What follows belongs to an exercise in optimizing a design on an open flow for small area, a short achievable clock period and few clock cycles per item; a production flow would make more cautious choices.
In this exercise RTL edits were held to simulation tests only and were not proved equivalent to the original.
Power figures rest on the tool's default switching activity, not on a simulated workload.

## run 1
// mesh_duplicate_filter_relay_unit
module mesh_duplicate_filter_relay_unit #(
  parameter int unsigned ENTRIES = mdfr_pkg::ENTRIES_D
) (
  input  logic                        clk,
  input  logic                        rst,
  input  logic                        cfg_we,
  input  logic [mdfr_pkg::MAC_W-1:0]  cfg_wdata,    
  input  logic                        s_tvalid,
  output logic                        s_tready,
  input  logic [159:0]                s_tdata,      
  input  logic [7:0]                  s_tuser,      
  output logic                        m_tvalid,
  input  logic                        m_tready,
  output logic [7:0]                  m_tdata,      
  output logic [2:0]                  m_tuser       
);
For scale: about 3400 cells after synthesis, roughly 0.051 mm^2 of cells after synthesis.
export LEC_CHECK = 0
export ABC_CLOCK_PERIOD_IN_PS = 2400
export CAP_MARGIN = 20
export CORE_MARGIN = 2
export CORE_UTILIZATION = 55
export CTS_BUF_LIST = sky130_fd_sc_hd__clkbuf_16
export CTS_CLUSTER_DIAMETER = 70
export CTS_CLUSTER_SIZE = 25
export HOLD_SLACK_MARGIN = 0
export SETUP_SLACK_MARGIN = 3.6
export SLEW_MARGIN = 20
export TNS_END_PERCENT = 5
create_clock -name core_clock -period 6.0 [get_ports {clk}]
standard.sh (not shown) runs the stock make flow with config.mk's settings and CLKGATE_MAP_FILE= SYNTH_SCRIPT=/design/flow/synth_recipe.tcl, a recipe that flattens the netlist after the stock synthesis.
==> flow/flow/run.sh <==
#!/bin/bash
# Standard ORFS layout with two changes: port buffers are the smallest plain buffer (the
# resizer still upsizes where timing needs it) and clock tree synthesis adds no dummy loads.
set -euo pipefail
export BUFFER_PORTS_ARGS="-buffer_cell sky130_fd_sc_hd__buf_1"
export CTS_ARGS="-sink_clustering_enable -repair_clock_nets -sink_clustering_size 25 -sink_clustering_max_diameter 70 -buf_list sky130_fd_sc_hd__clkbuf_16 -dont_use_dummy_load"
bash standard.sh finish > flow.log 2>&1
Testbench counts of run 1, summed over its fixed seeds: cycles 3,216, items 3,200.
For run 2, these inputs were changed with respect to run 1:
# run 1
export LEC_CHECK = 0
export ABC_CLOCK_PERIOD_IN_PS = 2400
export CAP_MARGIN = 20
export CORE_MARGIN = 2
export CORE_UTILIZATION = 55
export CTS_BUF_LIST = sky130_fd_sc_hd__clkbuf_16
export CTS_CLUSTER_DIAMETER = 70
export CTS_CLUSTER_SIZE = 25
export HOLD_SLACK_MARGIN = 0
export SETUP_SLACK_MARGIN = 3.6
export SLEW_MARGIN = 20
export TNS_END_PERCENT = 5
create_clock -name core_clock -period 6.0 [get_ports {clk}]
# run 2
export LEC_CHECK = 0
export ABC_AREA = 1
export CAP_MARGIN = 20
export CORE_MARGIN = 2
export CORE_UTILIZATION = 55
export CTS_BUF_LIST = sky130_fd_sc_hd__clkbuf_16
export CTS_CLUSTER_DIAMETER = 60
export CTS_CLUSTER_SIZE = 20
export HOLD_SLACK_MARGIN = 0
export SETUP_SLACK_MARGIN = 4.0
export SLEW_MARGIN = 20
export TNS_END_PERCENT = 5
create_clock -name core_clock -period 6.0 [get_ports {clk}]
==> flow/flow/run.sh <==
#!/bin/bash
# Standard ORFS layout with two changes: port buffers are the smallest plain buffer (the
# resizer still upsizes where timing needs it) and clock tree synthesis adds no dummy loads.
set -euo pipefail
export BUFFER_PORTS_ARGS="-buffer_cell sky130_fd_sc_hd__buf_1"
export CTS_ARGS="-sink_clustering_enable -repair_clock_nets -sink_clustering_size 20 -sink_clustering_max_diameter 60 -buf_list sky130_fd_sc_hd__clkbuf_16 -dont_use_dummy_load"
bash standard.sh finish > flow.log 2>&1
[summary]
Per the final summary, run 1 finished and its layout is clean on timing, DRC and antenna. Run 2 closes out successfully: all stages finished, all timing, DRC and antenna checks passed. Run 2 ended up with u_ctrl.out_data[2] as its critical path startpoint; run 1 ended up with s_tdata[100]. Run 1 → run 2: multi-input logic portion of the cell area down 1.1 points; maximum clock frequency up 15%; detailed-route wire length closely matched the old numbers; part of the cycle the worst path needs went down by 5.8 points.
What run 3 does differently from run 2 at the input level:
# run 2
export LEC_CHECK = 0
export ABC_AREA = 1
export CAP_MARGIN = 20
export CORE_MARGIN = 2
export CORE_UTILIZATION = 55
export CTS_BUF_LIST = sky130_fd_sc_hd__clkbuf_16
export CTS_CLUSTER_DIAMETER = 60
export CTS_CLUSTER_SIZE = 20
export HOLD_SLACK_MARGIN = 0
export SETUP_SLACK_MARGIN = 4.0
export SLEW_MARGIN = 20
export TNS_END_PERCENT = 5
create_clock -name core_clock -period 6.0 [get_ports {clk}]
# run 3
export LEC_CHECK = 0
export ABC_AREA = 1
export CAP_MARGIN = 20
export CORE_MARGIN = 2
export CORE_UTILIZATION = 55
export CTS_BUF_LIST = sky130_fd_sc_hd__clkbuf_16
export CTS_CLUSTER_DIAMETER = 70
export CTS_CLUSTER_SIZE = 25
export GPL_TIMING_DRIVEN = 0
export HOLD_SLACK_MARGIN = 0
export SETUP_SLACK_MARGIN = 4.0
export SLEW_MARGIN = 20
export TNS_END_PERCENT = 0
create_clock -name core_clock -period 6.0 [get_ports {clk}]
==> flow/flow/run.sh <==
#!/bin/bash
# Standard ORFS layout with two changes: port buffers are the smallest plain buffer (the
# resizer still upsizes where timing needs it) and clock tree synthesis adds no dummy loads.
set -euo pipefail
export BUFFER_PORTS_ARGS="-buffer_cell sky130_fd_sc_hd__buf_1"
export CTS_ARGS="-sink_clustering_enable -repair_clock_nets -sink_clustering_size 25 -sink_clustering_max_diameter 70 -buf_list sky130_fd_sc_hd__clkbuf_16 -dont_use_dummy_load"
bash standard.sh finish > flow.log 2>&1
## What came out
Run 3 reports a higher met1 layer wirelength in the final routing than run 2 does. Relative to run 2, first-iteration DRC count has increased by about 20% in run 3. Run 2 vs run 3, library cell contributing the largest single delay on the critical path: sky130_fd_sc_hd__edfxtp_1 vs sky130_fd_sc_hd__nor4_4. Run 3 vs. run 2: critical path buffer and inverter count shows an increase of 2, power dissipated by switching net loads shows a reduction of 0.00018 W, global-route usage shows an increase of 2.3 points. [compare] base=run 2 new=run 3: fmax decreased 11%, first-pass GRT wire length went up 9700 um. Against run 2, number of filler instances in the final layout in run 3 rose by a little under 10%. Comparing run 2 and run 3, critical path depth is lower on run 2. Compared run 3 against run 2; total power per unit cell area within noise. Against run 2, run 3 reports a cell total after placement that is higher.
The following lists how run 4 was set up differently from run 3:
# run 3
export LEC_CHECK = 0
export ABC_AREA = 1
export CAP_MARGIN = 20
export CORE_MARGIN = 2
export CORE_UTILIZATION = 55
export CTS_BUF_LIST = sky130_fd_sc_hd__clkbuf_16
export CTS_CLUSTER_DIAMETER = 70
export CTS_CLUSTER_SIZE = 25
export GPL_TIMING_DRIVEN = 0
export HOLD_SLACK_MARGIN = 0
export SETUP_SLACK_MARGIN = 4.0
export SLEW_MARGIN = 20
export TNS_END_PERCENT = 0
create_clock -name core_clock -period 6.0 [get_ports {clk}]
# run 4
export LEC_CHECK = 0
export CAP_MARGIN = 20
export CORE_MARGIN = 2
export CORE_UTILIZATION = 40
export SLEW_MARGIN = 20
create_clock -name core_clock -period 6.0 [get_ports {clk}]
==> flow/run.sh (new file) <==
#!/bin/bash
# synth_recipe.tcl (not shown) runs the flow's synth.tcl, then flattens the netlist and writes it again
# the make line also repeats each setting of config.mk as NAME=value (left out here)
make -C /OpenROAD-flow-scripts/flow DESIGN_CONFIG=/design/flow/config.mk WORK_HOME=/design/flow/orfs CLKGATE_MAP_FILE= SYNTH_SCRIPT=/design/flow/synth_recipe.tcl finish
removed: flow/flow/run.sh
removed: flow/standard.sh
==> comparison <==
Taking run 3 as the reference, in run 4 signed area change from the synthesized netlist to the final layout higher; total CTS buffers higher; register-to-register path setup slack lower; post-route worst hold slack higher.
Run 4: combinational power share is 5.1 points lower than what run 3 reported.
Run 3 → run 4: total routed wirelength down 7.6%, internal power component up 0.0020 W, worst setup skew after layout down 0.027 ns, area of the die up about 35%.
Run 4 vs run 3: clock buffer instance count of the final layout up by more than 100%
Delta(number of combinational gates with multiple inputs, run 4 - run 3) < 0


mesh_duplicate_filter_relay_unit again, from the RTL that the note above started with.
==> flow/design.v (excerpt) <==
module mesh_duplicate_filter_relay_unit #(
  parameter int unsigned ENTRIES = mdfr_pkg::ENTRIES_D
) (
  input  logic                        clk,
  input  logic                        rst,
  input  logic                        cfg_we,
  input  logic [mdfr_pkg::MAC_W-1:0]  cfg_wdata,    
  input  logic                        s_tvalid,
  output logic                        s_tready,
  input  logic [159:0]                s_tdata,      
  input  logic [7:0]                  s_tuser,      
  output logic                        m_tvalid,
  input  logic                        m_tready,
  output logic [7:0]                  m_tdata,      
  output logic [2:0]                  m_tuser       
);
export LEC_CHECK = 0
export ABC_AREA = 1
export CAP_MARGIN = 5
export CORE_MARGIN = 2
export CORE_UTILIZATION = 55
export CTS_BUF_LIST = sky130_fd_sc_hd__clkbuf_16
export CTS_CLUSTER_DIAMETER = 70
export CTS_CLUSTER_SIZE = 25
export HOLD_SLACK_MARGIN = 0
export SETUP_SLACK_MARGIN = 4.0
export SLEW_MARGIN = 5
export TNS_END_PERCENT = 5
create_clock -name core_clock -period 6.0 [get_ports {clk}]
==> flow/flow/run.sh <==
#!/bin/bash
# Standard ORFS layout with two changes: port buffers are the smallest plain buffer (the
# resizer still upsizes where timing needs it) and clock tree synthesis adds no dummy loads.
set -euo pipefail
export BUFFER_PORTS_ARGS="-buffer_cell sky130_fd_sc_hd__buf_1"
export CTS_ARGS="-sink_clustering_enable -repair_clock_nets -sink_clustering_size 25 -sink_clustering_max_diameter 70 -buf_list sky130_fd_sc_hd__clkbuf_16 -dont_use_dummy_load"
bash standard.sh finish > flow.log 2>&1
Testbench counts at the start, summed over its fixed seeds: cycles 3,216, items 3,200.
Next try:
CAP_MARGIN = 20   (was 5)
SETUP_SLACK_MARGIN = 3.8   (was 4.0)
SLEW_MARGIN = 20   (was 5)
- The changed run ran to the end with no violations
- synthesized area is unchanged
- maximum frequency shrinks by 2.6%
- register-to-register slack loses 30 ps
- clock power hardly moves
- total power hardly moves
Next try:
SETUP_SLACK_MARGIN = 3.6   (was 3.8)
What happened: Clock-buffer cell count is unchanged; clock skew is about the same; die area is unchanged; global-route usage decreases by 1.1 points.
Next try:
==> flow/run.sh (new file) <==
#!/bin/bash
# synth_recipe.tcl (not shown) runs the flow's synth.tcl, then flattens the netlist and writes it again
# the make line also repeats each setting of config.mk as NAME=value (left out here)
make -C /OpenROAD-flow-scripts/flow DESIGN_CONFIG=/design/flow/config.mk WORK_HOME=/design/flow/orfs CLKGATE_MAP_FILE= SYNTH_SCRIPT=/design/flow/synth_recipe.tcl finish
ABC_AREA = default   (was 1)
ABC_CLOCK_PERIOD_IN_PS = 2700   (was default)
CORE_UTILIZATION = 50   (was 55)
CTS_CLUSTER_DIAMETER = 80   (was 70)
CTS_CLUSTER_SIZE = 30   (was 25)
SETUP_SLACK_MARGIN = 3.3   (was 3.6)
TNS_END_PERCENT = default   (was 5)
removed: flow/flow/run.sh
removed: flow/standard.sh
What happened: Via count decreases by 5.7%; routed wire length increases by 19%; non-clock buffer count decreases by 39; design area decreases by 1.3%; final cell count decreases by 7.3%; total power decreases by 4.0%; clock-buffer cell count decreases by 10; synthesized cell count decreases by 13%; setup slack degrades by 280 ps; utilization decreases by 5.7 points.


Setup of delta:
mesh_duplicate_filter_relay_unit again, from the RTL that the note above started with.
Settings: LEC_CHECK=0, ABC_AREA=1, CAP_MARGIN=20, CORE_MARGIN=2, CORE_UTILIZATION=45, CTS_BUF_LIST=sky130_fd_sc_hd__clkbuf_16, CTS_CLUSTER_DIAMETER=70, CTS_CLUSTER_SIZE=25, HOLD_SLACK_MARGIN=0, SETUP_SLACK_MARGIN=4.0, SLEW_MARGIN=20, TNS_END_PERCENT=5; clock period 6.0 ns.
==> flow/flow/run.sh <==
#!/bin/bash
# Standard ORFS layout with two changes: port buffers are the smallest plain buffer (the
# resizer still upsizes where timing needs it) and clock tree synthesis adds no dummy loads.
set -euo pipefail
export BUFFER_PORTS_ARGS="-buffer_cell sky130_fd_sc_hd__buf_1"
export CTS_ARGS="-sink_clustering_enable -repair_clock_nets -sink_clustering_size 25 -sink_clustering_max_diameter 70 -buf_list sky130_fd_sc_hd__clkbuf_16 -dont_use_dummy_load"
bash standard.sh finish > flow.log 2>&1
Testbench counts of delta, summed over its fixed seeds: cycles 3,216, items 3,200.
Inputs modified between delta and onyx:
==> flow/run.sh (new file) <==
#!/bin/bash
# synth_recipe.tcl (not shown) runs the flow's synth.tcl, then flattens the netlist and writes it again
# the make line also repeats each setting of config.mk as NAME=value (left out here)
make -C /OpenROAD-flow-scripts/flow DESIGN_CONFIG=/design/flow/config.mk WORK_HOME=/design/flow/orfs CLKGATE_MAP_FILE= SYNTH_SCRIPT=/design/flow/synth_recipe.tcl finish
-- flow/config.mk --
<<< delta, line 8
export ABC_AREA = 1
>>> onyx, line 8
export ABC_CLOCK_PERIOD_IN_PS = 2400
<<< delta, line 11
export CORE_UTILIZATION = 45
export CTS_BUF_LIST = sky130_fd_sc_hd__clkbuf_16
export CTS_CLUSTER_DIAMETER = 70
export CTS_CLUSTER_SIZE = 25
>>> onyx, line 11
export CORE_UTILIZATION = 65
<<< delta, line 16
export SETUP_SLACK_MARGIN = 4.0
>>> onyx, line 13
export SETUP_SLACK_MARGIN = 3.6
<<< delta, line 18
export TNS_END_PERCENT = 5
>>> onyx, line 15
removed: flow/flow/run.sh
removed: flow/standard.sh
Results
- onyx closes out successfully: all stages finished, all timing, DRC and antenna checks passed.
- Relative to delta, initial standard-cell utilization of the core has increased by 20 points in onyx.
- Going from delta to onyx, number of standard-cell rows in the floorplan -about 18%; critical path depth dropped 2; power picked up an extra about 11%.
## Diff of input files: sierra against onyx
-- flow/config.mk --
<<< onyx, line 8
export ABC_CLOCK_PERIOD_IN_PS = 2400
>>> sierra, line 8
export ABC_CLOCK_PERIOD_IN_PS = 2600
<<< onyx, line 11
export CORE_UTILIZATION = 65
export HOLD_SLACK_MARGIN = 0
export SETUP_SLACK_MARGIN = 3.6
>>> sierra, line 11
export CORE_UTILIZATION = 40
export SETUP_SLACK_MARGIN = 3.4
--- outcome ---
- Compared with onyx, sierra shows a lower global routing met2 resource utilization.
- Between onyx and sierra, wire length on met3 decreased.
- The CTS clock-pin slew for the worst setup and hold paths on onyx is in line with that on sierra.
- Die area is lower on onyx
- onyx -> sierra: hold slack flat
- Per the comparison of sierra with onyx, clock power +8.1%; all-layer global routing usage -15 points; non-clock buffer instance count of the final layout -155.


Starting RTL as in the previous note.
export LEC_CHECK = 0
export ABC_AREA = 1
export CAP_MARGIN = 20
export CORE_MARGIN = 2
export CORE_UTILIZATION = 55
export CTS_BUF_LIST = sky130_fd_sc_hd__clkbuf_16
export CTS_CLUSTER_DIAMETER = 70
export CTS_CLUSTER_SIZE = 25
export HOLD_SLACK_MARGIN = 0
export SETUP_SLACK_MARGIN = 4.3
export SLEW_MARGIN = 20
export TNS_END_PERCENT = 0
create_clock -name core_clock -period 6.0 [get_ports {clk}]
==> flow/flow/run.sh <==
#!/bin/bash
# Standard ORFS layout with two changes: port buffers are the smallest plain buffer (the
# resizer still upsizes where timing needs it) and clock tree synthesis adds no dummy loads.
set -euo pipefail
export BUFFER_PORTS_ARGS="-buffer_cell sky130_fd_sc_hd__buf_1"
export CTS_ARGS="-sink_clustering_enable -repair_clock_nets -sink_clustering_size 25 -sink_clustering_max_diameter 70 -buf_list sky130_fd_sc_hd__clkbuf_16 -dont_use_dummy_load"
bash standard.sh finish > flow.log 2>&1
Testbench counts at the start, summed over its fixed seeds: cycles 3,216, items 3,200.
==> next run, changes <==
--- a/flow/config.mk
+++ b/flow/config.mk
@@ -6,5 +6,5 @@
 export NUM_CORES = 4
 export LEC_CHECK = 0
-export ABC_AREA = 1
+export ABC_CLOCK_PERIOD_IN_PS = 2200
 export CAP_MARGIN = 20
 export CORE_MARGIN = 2
@@ -14,5 +14,5 @@
 export CTS_CLUSTER_SIZE = 25
 export HOLD_SLACK_MARGIN = 0
-export SETUP_SLACK_MARGIN = 4.3
+export SETUP_SLACK_MARGIN = 3.8
 export SLEW_MARGIN = 20
-export TNS_END_PERCENT = 0
+export TNS_END_PERCENT = 5
Result: The new run completed with no timing, DRC or antenna violations. Synthesized area decreases by 1.8%. Sequential share of layout area increases by 0.41 points. Setup slack degrades by 0.23 ns. Register-to-register slack degrades by 0.28 ns. Critical path depth decreases by 1. Flip-flop and latch count stays the same. Design area decreases by 0.63%. Routed wire length increases by 7.7%. Power decreases by 5.4%. Synthesized cell count decreases by 13%.
==> next run, changes <==
--- a/flow/config.mk
+++ b/flow/config.mk
@@ -6,5 +6,5 @@
 export NUM_CORES = 4
 export LEC_CHECK = 0
-export ABC_CLOCK_PERIOD_IN_PS = 2200
+export ABC_AREA = 1
 export CAP_MARGIN = 20
 export CORE_MARGIN = 2
@@ -14,5 +14,5 @@
 export CTS_CLUSTER_SIZE = 25
 export HOLD_SLACK_MARGIN = 0
-export SETUP_SLACK_MARGIN = 3.8
+export SETUP_SLACK_MARGIN = 4.0
 export SLEW_MARGIN = 20
-export TNS_END_PERCENT = 5
+export TNS_END_PERCENT = 1
Routed wire length fell by 6.0%. Setup slack improves by 0.22 ns. Synthesized cell count rose by 15%. Sequential share of layout area fell by 1.6 points. Die area rose by 1.8%. Register-to-register slack improves by 0.20 ns. Cell area rose by 2.8%. Hold slack improves by 0.011 ns. Final cell count rose by 12%. Clock-buffer cell count rose by 3.

-- re-timing with driven ports --
In the flow no input, the clock included, has a driving cell. The finished layouts below were timed again as built, in two steps.
Step 1, drivers: a clkbuf_16 drives clk and a buf_2 each remaining input, both assumed.
Step 2 also shifts input and output timing later by t, the mid clock arrival at the registers, as if the neighbouring blocks saw the same clock.
Three values: no drivers, after step 1, after step 2; two values: the first two.
run | shift t [ns] | setup WS [ns] | worst hold slack (ns) | worst data-port slew with drivers (ns) | pins driven straight from the clock port
run 1 | 0.689 | 3.326 / 3.373 / 2.684 | 0.430 / 0.430 / 0.430 | 0.08 | 1
run 2 | 0.709 | 3.674 / 3.603 / 3.001 | 0.431 / 0.431 / 0.431 | 0.14 | 1
run 3 | 0.716 | 3.385 / 3.414 / 2.698 | 0.429 / 0.429 / 0.429 | 0.11 | 1
run 4 | 0.790 | 1.871 / 1.871 / 1.279 | 0.441 / 0.441 / 0.441 | 0.07 | 1
the first run of note 2 | 0.703 | 3.561 / 3.588 / 2.903 | 0.436 / 0.436 / 0.436 | 0.13 | 1
the second run of note 2 | 0.703 | 3.496 / 3.536 / 2.833 | 0.436 / 0.436 / 0.436 | 0.14 | 1
the third run of note 2 | 0.701 | 3.425 / 3.468 / 2.767 | 0.434 / 0.434 / 0.434 | 0.12 | 1
the fourth run of note 2 | 0.766 | 3.142 / 3.176 / 2.411 | 0.452 / 0.452 / 0.452 | 0.08 | 1
delta | 0.701 | 3.577 / 3.535 / 2.872 | 0.433 / 0.433 / 0.433 | 0.20 | 1
onyx | 0.760 | 3.376 / 3.376 / 2.752 | 0.446 / 0.446 / 0.446 | 0.07 | 1
sierra | 0.815 | 3.260 / 3.304 / 2.489 | 0.444 / 0.444 / 0.444 | 0.09 | 1
the first run of note 4 | 0.692 | 3.536 / 3.556 / 2.864 | 0.439 / 0.439 / 0.439 | 0.10 | 1
the second run of note 4 | 0.688 | 3.307 / 3.342 / 2.654 | 0.428 / 0.428 / 0.428 | 0.16 | 1
the third run of note 4 | 0.707 | 3.525 / 3.572 / 2.865 | 0.439 / 0.439 / 0.439 | 0.10 | 1
After both steps every run listed still meets setup and hold. The setup slack of sierra, which loses most, moves by +0.044 ns with the drivers and by -0.771 ns with both steps.
